What follows belongs to an exercise in optimizing a design on an open flow for a short achievable clock period and few clock cycles; a production flow would make more cautious choices.
The RTL was checked by simulation tests, not by an equivalence proof against the original design.

==> run D <==
// lc4_core
module lc4_core (
   input  logic                   gwe,
   input  logic                   i_rst_n,
   output logic [16-1:0] o_imem_addr,
   input  logic [16-1:0] i_imem_data,
   output logic [16-1:0] o_dmem_addr,
   output logic                   o_dmem_we,
   output logic [16-1:0] o_dmem_wdata,
   input  logic [16-1:0] i_dmem_rdata,
   output logic                   o_wb_valid,
   output logic [16-1:0] o_wb_pc,
   output logic [16-1:0] o_wb_insn,
   output logic                   o_wb_we,
   output lc4_pipe_pkg::rsel_t                  o_wb_wsel,
   output logic [16-1:0] o_wb_data,
   output lc4_pipe_pkg::stall_t                 o_wb_stall
);
   localparam int W = 16;
   localparam int LO = 6;           
   localparam int HI = W - LO;      
   logic [W-1:0] pc_q;
   logic         tk_q, c9_q, s9_q;           
   logic         fix_q, fix_inc;             
   logic [W-1:0] rf [8];
   logic [2:0]   nzp_q;                      
   logic         a_valid, a_alu, a_ld, a_st, a_we, a_and, a_sub, a_const;
   logic         a_rr, a_imm, a_chk, a_chk_late, a_pred, a_inc, a_dec;
   logic         a_fa1, a_fa2m, a_fa2l, a_fb1, a_fb2m, a_fb2l;
   logic         a_fah, a_fbh, a_fsm, a_fsl, a_pa, a_pb;
   logic [2:0]   a_wsel, a_rs, a_rt, a_mask, a_knzp;
   logic [LO-1:0] a_alo, a_blo;
   logic [HI-1:0] a_bimm_hi;
   logic [8:0]   a_tlo;
   logic [W-1:0] a_pc, a_insn, a_next;
   logic         b_valid, b_alu, b_ld, b_st, b_we, b_and, b_sub, b_const;
   logic         b_chk, b_pred, b_cl, b_fah, b_fbh, b_fsm, b_fsl;
   logic [2:0]   b_wsel, b_mask, b_knzp;
   logic [LO-1:0] b_lo;
   logic [HI-1:0] b_ahi, b_bhi;
   logic [W-1:0] b_sdata, b_pc, b_insn, b_next, b_target;
  ...
Settings: LEC_CHECK=0, CAP_MARGIN=20, CORE_MARGIN=2, CORE_UTILIZATION=40, PLACE_DENSITY=0.6, SETUP_SLACK_MARGIN=2.8, SLEW_MARGIN=20; clock period 5.3 ns.
run.sh (not shown) runs the stock make flow with config.mk's settings and CLKGATE_MAP_FILE= SYNTH_SCRIPT=/design/flow/synth_recipe.tcl, a recipe that flattens the netlist after the stock synthesis.
==> run H (differences from run D) <==
--- a/flow/design.v
+++ b/flow/design.v
@@ -128,25 +128,25 @@
    output logic [16-1:0] o_wb_pc,
    output logic [16-1:0] o_wb_insn,
    output logic                   o_wb_we,
    output lc4_pipe_pkg::rsel_t                  o_wb_wsel,
    output logic [16-1:0] o_wb_data,
    output lc4_pipe_pkg::stall_t                 o_wb_stall
 );
    localparam int W = 16;
-   localparam int LO = 6;           
+   localparam int LO = 7;           
    localparam int HI = W - LO;      
    logic [W-1:0] pc_q;
    logic         tk_q, c9_q, s9_q;           
    logic         fix_q, fix_inc;             
    logic [W-1:0] rf [8];
-   logic [2:0]   nzp_q;                      
+   logic         n_q, z_q, f_q;              
    logic         a_valid, a_alu, a_ld, a_st, a_we, a_and, a_sub, a_const;
-   logic         a_rr, a_imm, a_chk, a_chk_late, a_pred, a_inc, a_dec;
+   logic         a_rr, a_imm, a_chk, a_chk_late, a_pred, a_c9, a_s9;
    logic         a_fa1, a_fa2m, a_fa2l, a_fb1, a_fb2m, a_fb2l;
    logic         a_fah, a_fbh, a_fsm, a_fsl, a_pa, a_pb;
    logic [2:0]   a_wsel, a_rs, a_rt, a_mask, a_knzp;
    logic [LO-1:0] a_alo, a_blo;
    logic [HI-1:0] a_bimm_hi;
    logic [8:0]   a_tlo;
    logic [W-1:0] a_pc, a_insn, a_next;
    logic         b_valid, b_alu, b_ld, b_st, b_we, b_and, b_sub, b_const;
@@ -156,18 +156,19 @@
    logic [HI-1:0] b_ahi, b_bhi;
    logic [W-1:0] b_sdata, b_pc, b_insn, b_next, b_target;
    logic         m_valid, m_we, m_ld, m_st;
    logic [2:0]   m_wsel;
    logic [W-1:0] m_res, m_sdata, m_pc, m_insn;
    logic [W-1:0] ld_data;
    assign ld_data = i_dmem_rdata;
    logic [2:0] nzp;
-   assign nzp = nzp_q;
+   assign nzp = {n_q, z_q, f_q && !n_q && !z_q};
    logic         m_wr;
+   logic [7:0]   m_wen;          
    logic [W-1:0] m_val;
    assign m_wr  = m_valid && m_we;
    assign m_val = m_ld ? ld_data : m_res;
    logic [W-1:0] iw;
    assign iw = i_imem_data;
    assign o_imem_addr = pc_q;
    logic [3:0] p_op;
    logic [2:0] p_rd, p_rs, p_rt, p_mask;
@@ -221,25 +222,22 @@
    logic [LO-1:0] p_alo, p_blo;
    always_comb begin
       p_alo = (p_const || p_fa1 || p_fa2) ? '0 : p_rs_lo;
       if (p_rd_rt)  p_blo = (p_fb1 || p_fb2) ? '0 : p_sub ? ~p_rt_lo : p_rt_lo;
       else          p_blo = p_immv[LO-1:0];
    end
    logic [W-1:0] p_next;
    logic [9:0]   p_lo;
-   logic         p_inc, p_dec;
    assign p_next = pc_q + W'(1);
    lc4_add #(.N(9)) u_add_tgt (.i_a(pc_q[8:0]), .i_b(iw[8:0]), .i_c(1'b1), .i_and(1'b0),
                                .o_sum(p_lo[8:0]), .o_c(p_lo[9]));
-   assign p_inc  = p_lo[9] && !iw[8];       
-   assign p_dec  = !p_lo[9] && iw[8];       
    logic [2:0] p_knzp;
    assign p_knzp = iw[8] ? 3'b100 : (iw[8:0] == 9'd0) ? 3'b010 : 3'b001;
-   logic p_exact, p_unk_a, p_unk_b, p_chk_a, p_chk_b, p_taken;
+   logic p_exact, p_unk_a, p_unk_b, p_chk_a, p_chk_b, p_taken, p_guess;
    logic [2:0] p_nzp;
    always_comb begin
       p_unk_a = 1'b0;      
       p_unk_b = 1'b0;      
       p_nzp   = nzp;
       if (a_alu_v) begin
          if (a_const)  p_nzp = a_knzp;
          else          p_unk_b = p_mask != 3'b111;
@@ -247,25 +245,25 @@
       end else if (b_alu_v) begin
          if (b_const)  p_nzp = b_knzp;
          else          p_unk_a = p_mask != 3'b111;
          if (!b_const) p_nzp = 3'b111;
       end
       p_exact = !(p_unk_a || p_unk_b);
       p_chk_a = p_unk_a && p_br;
       p_chk_b = p_unk_b && p_br;
+      p_guess = (p_mask == 3'b101) || (iw[8] && p_mask != 3'b010);
       p_taken = p_valid && (p_op == 4'h0) &&
-                ((iw[11] && (p_exact ? p_nzp[2] : iw[8])) ||
-                 (iw[10] && (p_exact ? p_nzp[1] : iw[8])) ||
-                 (iw[9]  && (p_exact ? p_nzp[0] : iw[8])));
+                (p_exact ? |(p_mask & p_nzp) : (p_mask != 3'b000 && p_guess));
    end
    logic a_act, a_mis, b_act, b_mis;
    logic [W-1:0] a_target;
    logic [6:0]   a_hi;
-   assign a_hi     = a_inc ? a_pc[W-1:9] + 7'd1 : a_dec ? a_pc[W-1:9] - 7'd1 : a_pc[W-1:9];
+   assign a_hi     = (a_c9 && !a_s9) ? a_pc[W-1:9] + 7'd1 :
+                     (!a_c9 && a_s9) ? a_pc[W-1:9] - 7'd1 : a_pc[W-1:9];
    assign a_target = {a_hi, a_tlo};
    assign a_act    = |(a_mask & nzp);
    assign a_mis    = a_valid && a_chk && (a_act != a_pred);
    assign b_act    = |(b_mask & nzp);
    assign b_mis    = b_valid && b_chk && (b_act != b_pred);
    logic a_wait;
    assign a_wait = a_valid && (a_pa || a_pb);
    logic p_go, a_go;
@@ -360,18 +358,18 @@
       a_rr      <= p_rd_rt;
       a_imm     <= p_imm;
       a_knzp    <= p_knzp;
       a_wsel    <= p_rd;
       a_rs      <= p_rs;
       a_rt      <= p_rt;
       a_mask    <= p_mask;
       a_pred    <= p_taken;
-      a_inc     <= p_inc;
-      a_dec     <= p_dec;
+      a_c9      <= p_lo[9];
+      a_s9      <= iw[8];
       a_tlo     <= p_lo[8:0];
       a_bimm_hi <= p_immv[W-1:LO];
       a_pc      <= pc_q;
       a_insn    <= iw;
       a_next    <= p_next;
    end
    logic [LO-1:0] a_x, a_y, a_subm;
    logic [LO:0]   a_sum;
@@ -447,20 +445,22 @@
    logic b_zero;
    assign b_zero = (b_lo == '0) &&
                    (b_and ? ((b_x & b_y) == '0)
                           : ((b_x ^ b_y) == {b_x[HI-2:0] | b_y[HI-2:0], b_cl}));
    always_ff @(posedge gwe) begin
       if (!i_rst_n) begin
          m_valid <= 1'b0;
          m_we    <= 1'b0;
+         m_wen   <= '0;
          m_ld    <= 1'b0;
          m_st    <= 1'b0;
       end else begin
          m_valid <= b_valid;
+         for (int i = 0; i < 8; i++) m_wen[i] <= b_valid && b_we && b_wsel == 3'(i);
          m_we    <= b_valid && b_we;
          m_ld    <= b_valid && b_ld;
          m_st    <= b_valid && b_st;
       end
    end
    always_ff @(posedge gwe) begin
       m_wsel  <= b_wsel;
       m_res   <= {b_hi, b_lo};
@@ -470,26 +470,30 @@
    end
    assign o_dmem_addr  = m_res;
    assign o_dmem_we    = m_st;
    assign o_dmem_wdata = m_sdata;
    always_ff @(posedge gwe) begin
       for (int i = 0; i < 8; i++) begin
          if (!i_rst_n) begin
             rf[i] <= '0;
-         end else if (m_wr && m_wsel == 3'(i)) begin
+         end else if (m_wen[i]) begin
             rf[i] <= m_val;
          end
       end
    end
    always_ff @(posedge gwe) begin
       if (!i_rst_n) begin
-         nzp_q <= 3'b000;
+         n_q <= 1'b0;
+         z_q <= 1'b0;
+         f_q <= 1'b0;
       end else if (b_valid && b_alu) begin
-         nzp_q <= {b_hi[HI-1], b_zero, !b_hi[HI-1] && !b_zero};
+         n_q <= b_hi[HI-1];
+         z_q <= b_zero;
+         f_q <= 1'b1;
       end
    end
    logic         ret_w, ret_w_d;    
    logic         o_valid_q, o_we_q;
    logic [2:0]   o_wsel_q;
    logic [W-1:0] o_pc_q, o_insn_q, o_data_q;
    assign ret_w_d = ret_w ? m_valid : (m_valid && m_ld);
    always_ff @(posedge gwe) begin
==> run G (differences from run D) <==
--- a/flow/design.v
+++ b/flow/design.v
@@ -74,17 +74,16 @@
 `default_nettype wire
 `default_nettype none
 module lc4_add #(
    parameter int N = 8
 ) (
    input  logic [N-1:0] i_a,
    input  logic [N-1:0] i_b,
    input  logic         i_c,
-   input  logic         i_and,
    output logic [N-1:0] o_sum,
    output logic         o_c
 );
    localparam int M = N + 1;
    localparam int L = $clog2(M);
    logic [M-1:0] h [L+1];     
    logic [M-1:0] t [L+1];     
    logic [M-1:0] a, b, g, tr, x, c;
@@ -104,17 +103,17 @@
             end else begin
                h[l][i] = h[l-1][i];
                t[l][i] = t[l-1][i];
             end
          end
       end
       c[0] = 1'b0;
       for (int i = 1; i < M; i++) c[i] = tr[i-1] & h[L][i-1];
-      o_sum = (i_and ? g[M-1:1] : x[M-1:1]) ^ (c[M-1:1] & {N{!i_and}});
+      o_sum = x[M-1:1] ^ c[M-1:1];
       o_c   = tr[M-1] & h[L][M-1];
    end
 endmodule
 `default_nettype wire
 `default_nettype none
 module lc4_core (
    input  logic                   gwe,
    input  logic                   i_rst_n,
@@ -128,37 +127,34 @@
    output logic [16-1:0] o_wb_pc,
    output logic [16-1:0] o_wb_insn,
    output logic                   o_wb_we,
    output lc4_pipe_pkg::rsel_t                  o_wb_wsel,
    output logic [16-1:0] o_wb_data,
    output lc4_pipe_pkg::stall_t                 o_wb_stall
 );
    localparam int W = 16;
-   localparam int LO = 6;           
-   localparam int HI = W - LO;      
+   localparam int H = W / 2;
    logic [W-1:0] pc_q;
    logic         tk_q, c9_q, s9_q;           
    logic         fix_q, fix_inc;             
    logic [W-1:0] rf [8];
    logic [2:0]   nzp_q;                      
    logic         a_valid, a_alu, a_ld, a_st, a_we, a_and, a_sub, a_const;
    logic         a_rr, a_imm, a_chk, a_chk_late, a_pred, a_inc, a_dec;
    logic         a_fa1, a_fa2m, a_fa2l, a_fb1, a_fb2m, a_fb2l;
    logic         a_fah, a_fbh, a_fsm, a_fsl, a_pa, a_pb;
    logic [2:0]   a_wsel, a_rs, a_rt, a_mask, a_knzp;
-   logic [LO-1:0] a_alo, a_blo;
-   logic [HI-1:0] a_bimm_hi;
+   logic [H-1:0] a_alo, a_blo, a_bimm_hi;
    logic [8:0]   a_tlo;
    logic [W-1:0] a_pc, a_insn, a_next;
    logic         b_valid, b_alu, b_ld, b_st, b_we, b_and, b_sub, b_const;
-   logic         b_chk, b_pred, b_cl, b_fah, b_fbh, b_fsm, b_fsl;
+   logic         b_chk, b_pred, b_c8, b_fah, b_fbh, b_fsm, b_fsl;
    logic [2:0]   b_wsel, b_mask, b_knzp;
-   logic [LO-1:0] b_lo;
-   logic [HI-1:0] b_ahi, b_bhi;
+   logic [H-1:0] b_lo, b_ahi, b_bhi;
    logic [W-1:0] b_sdata, b_pc, b_insn, b_next, b_target;
    logic         m_valid, m_we, m_ld, m_st;
    logic [2:0]   m_wsel;
    logic [W-1:0] m_res, m_sdata, m_pc, m_insn;
    logic [W-1:0] ld_data;
    assign ld_data = i_dmem_rdata;
    logic [2:0] nzp;
    assign nzp = nzp_q;
@@ -205,35 +201,35 @@
    assign b_alu_v = b_valid && b_alu;
    assign b_ld_v  = b_valid && b_ld;
    logic p_hit_a_rs, p_hit_a_rt, p_hit_a_rd, p_hit_b_rs, p_hit_b_rt;
    assign p_hit_a_rs = a_valid && a_we && p_rs == a_wsel;
    assign p_hit_a_rt = a_valid && a_we && p_rt == a_wsel;
    assign p_hit_a_rd = a_valid && a_we && p_rd == a_wsel;
    assign p_hit_b_rs = b_valid && b_we && p_rs == b_wsel;
    assign p_hit_b_rt = b_valid && b_we && p_rt == b_wsel;
-   logic [LO-1:0] p_rs_lo, p_rt_lo;
-   assign p_rs_lo = (m_wr && m_wsel == p_rs) ? m_val[LO-1:0] : rf[p_rs][LO-1:0];
-   assign p_rt_lo = (m_wr && m_wsel == p_rt) ? m_val[LO-1:0] : rf[p_rt][LO-1:0];
+   logic [H-1:0] p_rs_lo, p_rt_lo;
+   assign p_rs_lo = (m_wr && m_wsel == p_rs) ? m_val[H-1:0] : rf[p_rs][H-1:0];
+   assign p_rt_lo = (m_wr && m_wsel == p_rt) ? m_val[H-1:0] : rf[p_rt][H-1:0];
    logic p_fa1, p_fa2, p_fb1, p_fb2;
    assign p_fa1 = p_rd_rs && p_hit_a_rs;
    assign p_fa2 = p_rd_rs && !p_hit_a_rs && p_hit_b_rs;
    assign p_fb1 = p_rd_rt && p_hit_a_rt;
    assign p_fb2 = p_rd_rt && !p_hit_a_rt && p_hit_b_rt;
-   logic [LO-1:0] p_alo, p_blo;
+   logic [H-1:0] p_alo, p_blo;
    always_comb begin
       p_alo = (p_const || p_fa1 || p_fa2) ? '0 : p_rs_lo;
       if (p_rd_rt)  p_blo = (p_fb1 || p_fb2) ? '0 : p_sub ? ~p_rt_lo : p_rt_lo;
-      else          p_blo = p_immv[LO-1:0];
+      else          p_blo = p_immv[H-1:0];
    end
    logic [W-1:0] p_next;
    logic [9:0]   p_lo;
    logic         p_inc, p_dec;
    assign p_next = pc_q + W'(1);
-   lc4_add #(.N(9)) u_add_tgt (.i_a(pc_q[8:0]), .i_b(iw[8:0]), .i_c(1'b1), .i_and(1'b0),
+   lc4_add #(.N(9)) u_add_tgt (.i_a(pc_q[8:0]), .i_b(iw[8:0]), .i_c(1'b1),
                                .o_sum(p_lo[8:0]), .o_c(p_lo[9]));
    assign p_inc  = p_lo[9] && !iw[8];       
    assign p_dec  = !p_lo[9] && iw[8];       
    logic [2:0] p_knzp;
    assign p_knzp = iw[8] ? 3'b100 : (iw[8:0] == 9'd0) ? 3'b010 : 3'b001;
    logic p_exact, p_unk_a, p_unk_b, p_chk_a, p_chk_b, p_taken;
    logic [2:0] p_nzp;
    always_comb begin
@@ -363,41 +359,41 @@
       a_wsel    <= p_rd;
       a_rs      <= p_rs;
       a_rt      <= p_rt;
       a_mask    <= p_mask;
       a_pred    <= p_taken;
       a_inc     <= p_inc;
       a_dec     <= p_dec;
       a_tlo     <= p_lo[8:0];
-      a_bimm_hi <= p_immv[W-1:LO];
+      a_bimm_hi <= p_immv[W-1:H];
       a_pc      <= pc_q;
       a_insn    <= iw;
       a_next    <= p_next;
    end
-   logic [LO-1:0] a_x, a_y, a_subm;
-   logic [LO:0]   a_sum;
-   logic [LO-1:0] a_res;
-   assign a_subm = {LO{a_sub}};
-   assign a_x = a_alo | (b_lo & {LO{a_fa1}}) | (m_res[LO-1:0] & {LO{a_fa2m}}) |
-                (ld_data[LO-1:0] & {LO{a_fa2l}});
-   assign a_y = a_blo | ((b_lo ^ a_subm) & {LO{a_fb1}}) |
-                ((m_res[LO-1:0] ^ a_subm) & {LO{a_fb2m}}) |
-                ((ld_data[LO-1:0] ^ a_subm) & {LO{a_fb2l}});
-   lc4_add #(.N(LO)) u_add_lo (.i_a(a_x), .i_b(a_y), .i_c(a_sub), .i_and(a_and),
-                              .o_sum(a_sum[LO-1:0]), .o_c(a_sum[LO]));
-   assign a_res = a_sum[LO-1:0];
+   logic [H-1:0] a_x, a_y, a_subm;
+   logic [H:0]   a_sum;
+   logic [H-1:0] a_res;
+   assign a_subm = {H{a_sub}};
+   assign a_x = a_alo | (b_lo & {H{a_fa1}}) | (m_res[H-1:0] & {H{a_fa2m}}) |
+                (ld_data[H-1:0] & {H{a_fa2l}});
+   assign a_y = a_blo | ((b_lo ^ a_subm) & {H{a_fb1}}) |
+                ((m_res[H-1:0] ^ a_subm) & {H{a_fb2m}}) |
+                ((ld_data[H-1:0] ^ a_subm) & {H{a_fb2l}});
+   lc4_add #(.N(H)) u_add_lo (.i_a(a_x), .i_b(a_y), .i_c(a_sub),
+                              .o_sum(a_sum[H-1:0]), .o_c(a_sum[H]));
+   assign a_res = a_and ? (a_x & a_y) : a_sum[H-1:0];
    logic [W-1:0] a_rs_v, a_rt_v, a_rd_v;
    assign a_rs_v = (m_wr && m_wsel == a_rs) ? m_val : rf[a_rs];
    assign a_rt_v = (m_wr && m_wsel == a_rt) ? m_val : rf[a_rt];
    assign a_rd_v = (m_wr && m_wsel == a_wsel) ? m_val : rf[a_wsel];
-   logic [HI-1:0] a_ahi, a_bhi;
+   logic [H-1:0] a_ahi, a_bhi;
    always_comb begin
-      a_ahi = (a_const || a_fah) ? '0 : a_rs_v[W-1:LO];
-      if (a_rr)  a_bhi = a_fbh ? '0 : a_sub ? ~a_rt_v[W-1:LO] : a_rt_v[W-1:LO];
+      a_ahi = (a_const || a_fah) ? '0 : a_rs_v[W-1:H];
+      if (a_rr)  a_bhi = a_fbh ? '0 : a_sub ? ~a_rt_v[W-1:H] : a_rt_v[W-1:H];
       else       a_bhi = a_bimm_hi;
    end
    always_ff @(posedge gwe) begin
       if (!i_rst_n || !a_go) begin
          b_valid <= 1'b0;
          b_alu   <= 1'b0;
          b_ld    <= 1'b0;
          b_st    <= 1'b0;
@@ -415,44 +411,44 @@
    always_ff @(posedge gwe) begin
       b_and    <= a_and;
       b_sub    <= a_sub;
       b_const  <= a_const;
       b_knzp   <= a_knzp;
       b_wsel   <= a_wsel;
       b_mask   <= a_mask;
       b_pred   <= a_pred;
-      b_cl     <= a_sum[LO];
+      b_c8     <= a_sum[H];
       b_lo     <= a_res;
       b_ahi    <= a_ahi;
       b_bhi    <= a_bhi;
       b_fah    <= a_fah;
       b_fbh    <= a_fbh;
       b_sdata  <= (a_fsm || a_fsl) ? '0 : a_rd_v;
       b_fsm    <= a_fsm;
       b_fsl    <= a_fsl;
       b_pc     <= a_pc;
       b_insn   <= a_insn;
       b_next   <= a_next;
       b_target <= a_target;
    end
-   logic [HI-1:0] b_x, b_y, b_subm, b_sum, b_hi;
+   logic [H-1:0] b_x, b_y, b_subm, b_sum, b_hi;
    logic [W-1:0] b_sd;
-   assign b_subm = {HI{b_sub}};
-   assign b_x  = b_ahi | (m_res[W-1:LO] & {HI{b_fah}});
-   assign b_y  = b_bhi | ((m_res[W-1:LO] ^ b_subm) & {HI{b_fbh}});
+   assign b_subm = {H{b_sub}};
+   assign b_x  = b_ahi | (m_res[W-1:H] & {H{b_fah}});
+   assign b_y  = b_bhi | ((m_res[W-1:H] ^ b_subm) & {H{b_fbh}});
    logic b_co;
-   lc4_add #(.N(HI)) u_add_hi (.i_a(b_x), .i_b(b_y), .i_c(b_cl), .i_and(b_and),
+   lc4_add #(.N(H)) u_add_hi (.i_a(b_x), .i_b(b_y), .i_c(b_c8),
                               .o_sum(b_sum), .o_c(b_co));
-   assign b_hi = b_sum;
+   assign b_hi = b_and ? (b_x & b_y) : b_sum;
    assign b_sd = b_sdata | (m_res & {W{b_fsm}}) | (ld_data & {W{b_fsl}});
    logic b_zero;
    assign b_zero = (b_lo == '0) &&
                    (b_and ? ((b_x & b_y) == '0)
-                          : ((b_x ^ b_y) == {b_x[HI-2:0] | b_y[HI-2:0], b_cl}));
+                          : ((b_x ^ b_y) == {b_x[H-2:0] | b_y[H-2:0], b_c8}));
    always_ff @(posedge gwe) begin
       if (!i_rst_n) begin
          m_valid <= 1'b0;
          m_we    <= 1'b0;
          m_ld    <= 1'b0;
          m_st    <= 1'b0;
       end else begin
          m_valid <= b_valid;
@@ -479,42 +475,20 @@
             rf[i] <= m_val;
          end
       end
    end
    always_ff @(posedge gwe) begin
       if (!i_rst_n) begin
          nzp_q <= 3'b000;
       end else if (b_valid && b_alu) begin
-         nzp_q <= {b_hi[HI-1], b_zero, !b_hi[HI-1] && !b_zero};
+         nzp_q <= {b_hi[H-1], b_zero, !b_hi[H-1] && !b_zero};
       end
    end
-   logic         ret_w, ret_w_d;    
-   logic         o_valid_q, o_we_q;
-   logic [2:0]   o_wsel_q;
-   logic [W-1:0] o_pc_q, o_insn_q, o_data_q;
-   assign ret_w_d = ret_w ? m_valid : (m_valid && m_ld);
-   always_ff @(posedge gwe) begin
-      if (!i_rst_n) begin
-         ret_w     <= 1'b0;
-         o_valid_q <= 1'b0;
-         o_we_q    <= 1'b0;
-      end else begin
-         ret_w     <= ret_w_d;
-         o_valid_q <= ret_w_d ? m_valid : (b_valid && !b_ld);
-         o_we_q    <= ret_w_d ? m_wr    : (b_valid && b_we && !b_ld);
-      end
-   end
-   always_ff @(posedge gwe) begin
-      o_wsel_q <= ret_w_d ? m_wsel : b_wsel;
-      o_pc_q   <= ret_w_d ? m_pc   : b_pc;
-      o_insn_q <= ret_w_d ? m_insn : b_insn;
-      o_data_q <= ret_w_d ? m_val  : {b_hi, b_lo};
-   end
-   assign o_wb_valid = o_valid_q;
-   assign o_wb_pc    = o_pc_q;
-   assign o_wb_insn  = o_insn_q;
-   assign o_wb_we    = o_we_q;
-   assign o_wb_wsel  = o_wsel_q;
-   assign o_wb_data  = o_data_q;
+   assign o_wb_valid = m_valid;
+   assign o_wb_pc    = m_pc;
+   assign o_wb_insn  = m_insn;
+   assign o_wb_we    = m_wr;
+   assign o_wb_wsel  = m_wsel;
+   assign o_wb_data  = m_val;
    assign o_wb_stall = 2'd0;
 endmodule
 `default_nettype wire
==> run B (differences from run D) <==
--- a/flow/design.v
+++ b/flow/design.v
@@ -128,17 +128,17 @@
    output logic [16-1:0] o_wb_pc,
    output logic [16-1:0] o_wb_insn,
    output logic                   o_wb_we,
    output lc4_pipe_pkg::rsel_t                  o_wb_wsel,
    output logic [16-1:0] o_wb_data,
    output lc4_pipe_pkg::stall_t                 o_wb_stall
 );
    localparam int W = 16;
-   localparam int LO = 6;           
+   localparam int LO = 7;           
    localparam int HI = W - LO;      
    logic [W-1:0] pc_q;
    logic         tk_q, c9_q, s9_q;           
    logic         fix_q, fix_inc;             
    logic [W-1:0] rf [8];
    logic [2:0]   nzp_q;                      
    logic         a_valid, a_alu, a_ld, a_st, a_we, a_and, a_sub, a_const;
    logic         a_rr, a_imm, a_chk, a_chk_late, a_pred, a_inc, a_dec;
@@ -158,16 +158,17 @@
    logic         m_valid, m_we, m_ld, m_st;
    logic [2:0]   m_wsel;
    logic [W-1:0] m_res, m_sdata, m_pc, m_insn;
    logic [W-1:0] ld_data;
    assign ld_data = i_dmem_rdata;
    logic [2:0] nzp;
    assign nzp = nzp_q;
    logic         m_wr;
+   logic [7:0]   m_wen;          
    logic [W-1:0] m_val;
    assign m_wr  = m_valid && m_we;
    assign m_val = m_ld ? ld_data : m_res;
    logic [W-1:0] iw;
    assign iw = i_imem_data;
    assign o_imem_addr = pc_q;
    logic [3:0] p_op;
    logic [2:0] p_rd, p_rs, p_rt, p_mask;
@@ -447,20 +448,22 @@
    logic b_zero;
    assign b_zero = (b_lo == '0) &&
                    (b_and ? ((b_x & b_y) == '0)
                           : ((b_x ^ b_y) == {b_x[HI-2:0] | b_y[HI-2:0], b_cl}));
    always_ff @(posedge gwe) begin
       if (!i_rst_n) begin
          m_valid <= 1'b0;
          m_we    <= 1'b0;
+         m_wen   <= '0;
          m_ld    <= 1'b0;
          m_st    <= 1'b0;
       end else begin
          m_valid <= b_valid;
+         for (int i = 0; i < 8; i++) m_wen[i] <= b_valid && b_we && b_wsel == 3'(i);
          m_we    <= b_valid && b_we;
          m_ld    <= b_valid && b_ld;
          m_st    <= b_valid && b_st;
       end
    end
    always_ff @(posedge gwe) begin
       m_wsel  <= b_wsel;
       m_res   <= {b_hi, b_lo};
@@ -470,17 +473,17 @@
    end
    assign o_dmem_addr  = m_res;
    assign o_dmem_we    = m_st;
    assign o_dmem_wdata = m_sdata;
    always_ff @(posedge gwe) begin
       for (int i = 0; i < 8; i++) begin
          if (!i_rst_n) begin
             rf[i] <= '0;
-         end else if (m_wr && m_wsel == 3'(i)) begin
+         end else if (m_wen[i]) begin
             rf[i] <= m_val;
          end
       end
    end
    always_ff @(posedge gwe) begin
       if (!i_rst_n) begin
          nzp_q <= 3'b000;
       end else if (b_valid && b_alu) begin
==> notes <==
Run D completed with no timing, DRC or antenna violations. Run G completed with no timing, DRC or antenna violations. Run B finished clean. Run H ran to the end with no violations.
Global-route usage: run D is higher than run G (0.32 points).
Critical path depth, highest first: run H, run D, run B, run G.
Wire length: run G < run B < run H < run D.
Cell count: run H > run D > run B > run G.
Testbench counts of run D, summed over its fixed seeds: cycles 8,823.
Testbench counts of run H, summed over its fixed seeds: cycles 8,725.
Testbench counts of run G, summed over its fixed seeds: cycles 8,733.
Testbench counts of run B, summed over its fixed seeds: cycles 8,823.

[re-timing with driven ports]
Ports are ideal in the flow. The routed layouts listed here were re-timed in OpenROAD. Step 1 sets driving cells, clkbuf_16 on the clock port and buf_2 on the other inputs (assumed; they add their load-dependent delay and slew). Step 2, shift: input delay + t, output delay - t, t = (earliest + latest rising clock arrival at the registers) / 2. This alone moves slack from input paths to output paths. Slacks: no drivers / after step 1 / after step 2; pairs: no drivers / after step 1.
run	t (ns)	setup WS [ns]	clock arrival spread, ns	cell pins on the clock port's net
run D	0.674	2.606 / 2.606 / 2.043	0.033 / 0.034	1
run H	0.681	2.752 / 2.758 / 2.092	0.046 / 0.046	1
run G	0.631	2.478 / 2.422 / 1.967	0.030 / 0.030	1
run B	0.673	2.647 / 2.647 / 2.029	0.019 / 0.020	1
After both steps every run listed still meets setup and hold. For run H, which loses most, drivers alone change the setup slack by +0.006 ns; drivers and shift together by -0.660 ns.
